This is an optimization exercise on Yosys and OpenROAD, whose aim is small area, not a production implementation.
Where RTL was checked, it was by simulation tests only, not by an equivalence proof against the original.

==> trial 74: inputs <==
==> flow/design.v <==
package cius_pkg;
  localparam int unsigned HDR_LEN = 13;
  localparam int unsigned ADDR_W  = 3;
  localparam logic [39:0] MAGIC_VER = 40'h01_4F_34_54_52;
  localparam logic [1:0] PH_IDLE   = 2'd0;
  localparam logic [1:0] PH_HEADER = 2'd1;
  localparam logic [1:0] PH_FS     = 2'd2;
  localparam logic [1:0] PH_FW     = 2'd3;
  localparam logic [1:0] DEST_HEADER  = 2'd0;
  localparam logic [1:0] DEST_FS      = 2'd1;
  localparam logic [1:0] DEST_FW      = 2'd2;
  localparam logic [1:0] DEST_DISCARD = 2'd3;
  localparam logic [2:0] EV_NONE      = 3'd0;
  localparam logic [2:0] EV_HEADER_OK = 3'd1;
  localparam logic [2:0] EV_FS_DONE   = 3'd2;
  localparam logic [2:0] EV_DONE      = 3'd3;
  localparam logic [2:0] EV_BAD_MAGIC = 3'd4;
  localparam logic [2:0] EV_MISMATCH  = 3'd5;
  localparam logic [2:0] EV_TOO_SMALL = 3'd6;
endpackage
module cius_cfg (
  input  logic        clk,
  input  logic        rst,
  input  logic        psel,
  input  logic        penable,
  input  logic        pwrite,
  input  logic [2:0]  paddr,
  input  logic [31:0] pwdata,
  output logic [31:0] prdata,
  output logic        pready,
  output logic [31:0] expected_total
);
  assign pready = 1'b1;
  assign prdata = paddr[2] ? 32'd0 : expected_total;
  always_ff @(posedge clk) begin
    if (rst) begin
      expected_total <= 32'd0;
    end else if (psel && penable && pwrite && !paddr[2]) begin
      expected_total <= pwdata;
    end
  end
endmodule
import cius_pkg::*;
module cius_step (
  input  logic [1:0]  phase,
  input  logic [31:0] off,
  input  logic [31:0] lo,
  input  logic [31:0] hi,
  input  logic        mg,
  input  logic [2:0]  ev,
  input  logic [31:0] expected_total,
  input  logic [7:0]  data_byte,
  input  logic        first_byte,
  output logic [1:0]  phase_nxt,
  output logic [31:0] off_inc,
  output logic        off_zero,
  output logic [31:0] lo_nxt,
  output logic [31:0] hi_nxt,
  output logic        mg_nxt,
  output logic [2:0]  ev_nxt,
  output logic [1:0]  dest_nxt
);
  logic        too_small;
  logic [1:0]  ph;
  logic        seg_start;
  logic        zero_off;
  logic [31:0] inc;
  logic [31:0] o;
  logic        pos4;
  logic        pos12;
  logic [31:0] fs_len;
  logic [31:0] fw_len;
  logic        fs_last;
  logic        fw_done;
  assign too_small = (expected_total <= 32'(HDR_LEN));
  assign ph        = first_byte ? (too_small ? PH_IDLE : PH_HEADER) : phase;
  assign seg_start = (ev == EV_HEADER_OK) || (ev == EV_FS_DONE);
  assign zero_off  = first_byte || (ph == PH_IDLE) || seg_start;
  logic [3:0] off_bp;
  always_comb begin
    logic c;
    for (int b = 0; b < 4; b++) off_bp[b] = &off[8*b +: 8];
    for (int b = 0; b < 4; b++) begin
      c = 1'b1;
      for (int j = 0; j < b; j++) c = c & off_bp[j];
      for (int i = 8*b; i < 8*b + 8; i++) begin
        inc[i] = off[i] ^ c;
        c      = c & off[i];
      end
    end
  end
  assign o = zero_off ? 32'd0 : inc;
  assign off_inc  = inc;
  assign off_zero = zero_off;
  assign pos4  = !first_byte && (off[3:0] == 4'd3);
  assign pos12 = !first_byte && (off[3:0] == 4'd11);
  assign fs_len = {hi[7:0], lo[31:8]};
  assign fw_len = {data_byte, hi[31:8]};
  localparam logic [33:0] SUM_K = 34'h3_FFFF_FFF2;
  logic [33:0] sx, sy, sz, su, sv;
  logic        sum_ok;
  assign sx = {2'b00, fs_len};
  assign sy = {2'b00, fw_len};
  assign sz = ~{2'b00, expected_total};
  assign su = sx ^ sy ^ sz;
  assign sv = {(sx[32:0] & sy[32:0]) | (sx[32:0] & sz[32:0]) | (sy[32:0] & sz[32:0]), 1'b0};
  always_comb begin
    sum_ok = !(su[0] ^ sv[0] ^ SUM_K[0]);
    for (int i = 1; i < 34; i++)
      sum_ok = sum_ok && ((su[i] ^ sv[i] ^ SUM_K[i])
                          == (SUM_K[i-1] ? (su[i-1] & sv[i-1]) : (su[i-1] | sv[i-1])));
  end
  logic [31:0] dl;
  logic        add2_eq;
  assign dl = off ^ lo;
  always_comb begin
    add2_eq = !dl[0] && dl[1];
    for (int i = 2; i < 32; i++)
      add2_eq = add2_eq && (dl[i] == (dl[i-1] && off[i-1]));
  end
  assign fs_last = seg_start ? (lo == 32'd1) : add2_eq;
  always_comb begin
    logic ge;
    ge = 1'b1;
    for (int i = 0; i < 32; i++)
      ge = (lo[i] & ~expected_total[i]) | ((lo[i] | ~expected_total[i]) & ge);
    fw_done = ge;
  end
  logic [3:0]  k;
  logic [4:0]  lo_lsb;
  logic [31:0] lo_add;
  assign k      = (phase == PH_FS) ? 4'd14 : 4'd1;
  assign lo_lsb = {1'b0, lo[3:0]} + {1'b0, k};
  logic [3:0] lo_bp;
  always_comb begin
    logic c;
    for (int b = 0; b < 4; b++) lo_bp[b] = &lo[4 + 7*b +: 7];
    lo_add[3:0] = lo_lsb[3:0];
    for (int b = 0; b < 4; b++) begin
      c = lo_lsb[4];
      for (int j = 0; j < b; j++) c = c & lo_bp[j];
      for (int i = 4 + 7*b; i < 11 + 7*b; i++) begin
        lo_add[i] = lo[i] ^ c;
        c         = c & lo[i];
      end
    end
  end
  always_comb begin
    phase_nxt = ph;
    lo_nxt    = lo;
    hi_nxt    = hi;
    mg_nxt    = mg;
    ev_nxt    = (first_byte && too_small) ? EV_TOO_SMALL : EV_NONE;
    dest_nxt  = DEST_DISCARD;
    case (ph)
      PH_HEADER: begin
        dest_nxt = DEST_HEADER;
        lo_nxt   = {hi[7:0], lo[31:8]};
        hi_nxt   = {data_byte, hi[31:8]};
        if (pos4) mg_nxt = ({data_byte, hi} == MAGIC_VER);
        if (pos12) begin
          if (!mg) begin
            ev_nxt    = EV_BAD_MAGIC;
            phase_nxt = PH_IDLE;
          end else if (fs_len == 32'd0 || fw_len == 32'd0
                       || !sum_ok) begin
            ev_nxt    = EV_MISMATCH;
            phase_nxt = PH_IDLE;
          end else begin
            ev_nxt    = EV_HEADER_OK;
            phase_nxt = PH_FS;
          end
        end
      end
      PH_FS: begin
        dest_nxt = DEST_FS;
        if (fs_last) begin
          ev_nxt    = EV_FS_DONE;
          phase_nxt = PH_FW;
          lo_nxt    = lo_add;
        end
      end
      PH_FW: begin
        dest_nxt = DEST_FW;
        lo_nxt   = lo_add;
        if (fw_done) begin
          ev_nxt    = EV_DONE;
          phase_nxt = PH_IDLE;
        end
      end
      default: begin
      end
    endcase
  end
endmodule
import cius_pkg::*;
module combined_image_upload_splitter_core (
  input  logic              clk,
  input  logic              rst,
  input  logic              psel,
  input  logic              penable,
  input  logic              pwrite,
  input  logic [2:0]        paddr,
  input  logic [31:0]       pwdata,
  output logic [31:0]       prdata,
  output logic              pready,
  input  logic              byte_valid,
  output logic              byte_ready,
  input  logic [7:0]        data_byte,
  input  logic              first_byte,
  output logic              result_valid,
  input  logic              result_ready,
  output logic [7:0]        data_out,
  output logic [1:0]        destination,
  output logic [31:0]       segment_offset,
  output logic [2:0]        event_res,
  output logic [31:0]       announced_length
);
  logic [31:0] expected_total;
  logic [1:0]  phase, phase_nxt;
  logic [31:0] off, off_inc;
  logic        off_zero;
  logic [31:0] lo, lo_nxt;
  logic [31:0] hi, hi_nxt;
  logic        mg, mg_nxt;
  logic [2:0]  ev, ev_nxt;
  logic [1:0]  dest, dest_nxt;
  logic [7:0]  dout;
  logic        accept;
  cius_cfg u_cfg (
    .clk            (clk),
    .rst            (rst),
    .psel           (psel),
    .penable        (penable),
    .pwrite         (pwrite),
    .paddr          (paddr),
    .pwdata         (pwdata),
    .prdata         (prdata),
    .pready         (pready),
    .expected_total (expected_total)
  );
  cius_step u_step (
    .phase          (phase),
    .off            (off),
    .lo             (lo),
    .hi             (hi),
    .mg             (mg),
    .ev             (ev),
    .expected_total (expected_total),
    .data_byte      (data_byte),
    .first_byte     (first_byte),
    .phase_nxt      (phase_nxt),
    .off_inc        (off_inc),
    .off_zero       (off_zero),
    .lo_nxt         (lo_nxt),
    .hi_nxt         (hi_nxt),
    .mg_nxt         (mg_nxt),
    .ev_nxt         (ev_nxt),
    .dest_nxt       (dest_nxt)
  );
  assign byte_ready = !result_valid || result_ready;
  assign accept     = byte_valid && byte_ready;
  always_ff @(posedge clk) begin
    if (rst) begin
      phase        <= PH_IDLE;
      result_valid <= 1'b0;
    end else if (accept) begin
      phase        <= phase_nxt;
      result_valid <= 1'b1;
    end else if (result_ready) begin
      result_valid <= 1'b0;
    end
  end
  always_ff @(posedge clk) begin
    off <= (off & {32{!accept}}) | (off_inc & {32{accept && !off_zero}});
  end
  always_ff @(posedge clk) begin
    if (accept) begin
      lo   <= lo_nxt;
      hi   <= hi_nxt;
      mg   <= mg_nxt;
      ev   <= ev_nxt;
      dest <= dest_nxt;
      dout <= data_byte;
    end
  end
  assign data_out         = dout;
  assign destination      = dest;
  assign segment_offset   = off;
  assign event_res        = ev;
  assign announced_length = (ev == EV_HEADER_OK) ? lo :
                            (ev == EV_FS_DONE)   ? hi : 32'd0;
endmodule
==> flow/flow/run.sh <==
#!/bin/bash
# The standard layout, with the smallest buffer as each port's buffer and no dummy clock loads.
set -euo pipefail
export BUFFER_PORTS_ARGS="-buffer_cell sky130_fd_sc_hd__buf_1"
export CTS_ARGS="-sink_clustering_enable -repair_clock_nets -buf_list sky130_fd_sc_hd__clkbuf_4 sky130_fd_sc_hd__clkbuf_8 -dont_use_dummy_load"
bash standard.sh > flow.log 2>&1
==> flow/standard.sh <==
#!/bin/bash
# synth_recipe.tcl (not shown) runs the flow's synth.tcl, then flattens the netlist and writes it again
# the make line also repeats each setting of config.mk as NAME=value (left out here)
make -C /OpenROAD-flow-scripts/flow DESIGN_CONFIG=/design/flow/config.mk WORK_HOME=/design/flow/orfs CLKGATE_MAP_FILE= SYNTH_SCRIPT=/design/flow/synth_recipe.tcl "${@:-finish}"
==> flow/config.mk <==
export PLATFORM = sky130hd
export DESIGN_NAME = combined_image_upload_splitter_core
export DESIGN_NICKNAME = combined_image_upload_splitter_core
export VERILOG_FILES = /design/flow/design.v
export SDC_FILE = /design/flow/constraint.sdc
export NUM_CORES = 4
export LEC_CHECK = 0
export CAP_MARGIN = 20
export CORE_MARGIN = 2
export CORE_UTILIZATION = 60
export CTS_BUF_LIST = sky130_fd_sc_hd__clkbuf_8
export SLEW_MARGIN = 20
==> flow/constraint.sdc <==
create_clock -name core_clock -period 6.0 [get_ports {clk}]
set_input_delay 1.2000 -clock core_clock [delete_from_list [all_inputs] [get_ports {clk}]]
set_output_delay 1.2000 -clock core_clock [all_outputs]
set_load 0.01 [all_outputs]
==> build 27: changes against trial 74 <==
--- a/flow/design.v
+++ b/flow/design.v
@@ -54,4 +54,3 @@
   output logic [1:0]  phase_nxt,
-  output logic [31:0] off_inc,
-  output logic        off_zero,
+  output logic [31:0] off_nxt,
   output logic [31:0] lo_nxt,
@@ -92,4 +91,2 @@
   assign o = zero_off ? 32'd0 : inc;
-  assign off_inc  = inc;
-  assign off_zero = zero_off;
   assign pos4  = !first_byte && (off[3:0] == 4'd3);
@@ -131,3 +128,3 @@
   logic [31:0] lo_add;
-  assign k      = (phase == PH_FS) ? 4'd14 : 4'd1;
+  assign k      = fs_last ? 4'd14 : 4'd1;
   assign lo_lsb = {1'b0, lo[3:0]} + {1'b0, k};
@@ -149,2 +146,3 @@
     phase_nxt = ph;
+    off_nxt   = o;
     lo_nxt    = lo;
@@ -220,4 +218,3 @@
   logic [1:0]  phase, phase_nxt;
-  logic [31:0] off, off_inc;
-  logic        off_zero;
+  logic [31:0] off, off_nxt;
   logic [31:0] lo, lo_nxt;
@@ -252,4 +249,3 @@
     .phase_nxt      (phase_nxt),
-    .off_inc        (off_inc),
-    .off_zero       (off_zero),
+    .off_nxt        (off_nxt),
     .lo_nxt         (lo_nxt),
@@ -274,6 +270,4 @@
   always_ff @(posedge clk) begin
-    off <= (off & {32{!accept}}) | (off_inc & {32{accept && !off_zero}});
-  end
-  always_ff @(posedge clk) begin
     if (accept) begin
+      off  <= off_nxt;
       lo   <= lo_nxt;
==> flow/flow/run.sh (replaced) <==
#!/bin/bash
# The standard layout, with the smallest buffer as each port's buffer and no dummy clock loads.
set -euo pipefail
export BUFFER_PORTS_ARGS="-buffer_cell sky130_fd_sc_hd__buf_1"
export CTS_ARGS="-sink_clustering_enable -repair_clock_nets -buf_list sky130_fd_sc_hd__clkbuf_8 -dont_use_dummy_load"
bash standard.sh > flow.log 2>&1
==> summary.txt <==
The flow ran to the end and the layout has no timing, DRC or antenna violations. Post-placement cell area: 10800 um^2. The proportion of synthesized area in mux cells came out at 0%. The xor and xnor area share after synthesis works out to 6.39%.

The pre-CTS setup slack is 717 ps. The die outline width was 132 um; the share of the synthesized area in compound gates (AO/OA/AOI/OAI) was 10.1%. The floorplan step set the die height to 132 um.

The simple-gate area share of the yosys netlist was 16.3%. The initial cell density of the core is 61.7%. Dominant cell by count in the synthesized netlist: sky130_fd_sc_hd__nand2_1. The number of standard cells after synthesis was 952. The logs give 1156 for the number of nets in the synthesized netlist and 66 for the number of different library cells in the post-synthesis netlist. Cell area after synthesis: 9870 um^2. Once placement completed, the tool counted placed cells totaling 1315. Counting flops with a built-in enable in the synthesized netlist gives 110.
-- figures above: build 27

==> summary.txt <==
Counting every net in the synthesized netlist gives 1142. In the post-synthesis netlist, the cell with the most instances is sky130_fd_sc_hd__ha_1. The count of flip-flops with a built-in enable after synthesis works out to 78. Before CTS, the worst setup slack after placement is 1670 ps. Stage at which the flow ended: clock tree synthesis. The cell area after synthesis is 9710 um^2. The netlist uses 62 different library cells.

The tools report the initial cell density of the core as 61.3%. The flow did not finish. Synthesis produced a netlist whose cell count is 938. Multiplexer cells account for 2.90% of the synthesized area.

The xor and xnor area share after synthesis is 6.14%. The placed cell count came out at 1283. The tool reported: "[ERROR STA-0564] clock_tree_synthesis positional arguments not supported".

The floorplan step set the die width to 131 um. Simple-gate area share of the yosys netlist: 13.7%.
-- figures above: trial 74

Only the layout flow was run in trial 74; the RTL was not checked for function there.

==> what the ideal ports hide <==
The results above use ideal ports. As a check the final layout listed here was re-extracted and re-timed, cells and wires unchanged. Step 1 (the two cells are an assumption about what drives the block):
set clk [get_ports {clk}]
set_driving_cell -lib_cell sky130_fd_sc_hd__clkbuf_16 $clk
set_driving_cell -lib_cell sky130_fd_sc_hd__buf_2 [delete_from_list [all_inputs] $clk]
Step 2 moves the port delays by t, midway between the first and last clock arrival at a register: inputs arrive t later, outputs are due t later. That takes back most of the time a late clock gives input paths. Slacks: ideal / step 1 / step 2; pairs: ideal / step 1.
run: build 27
t, ns: 0.487
setup WS [ns]: 0.634 / 0.634 / 0.634
worst register clock-pin slew, ns: 0.09 / 0.09
After both steps build 27 still meets setup and hold. The setup slack of build 27 moves by 0.000 ns with the drivers and by 0.000 ns with both steps.
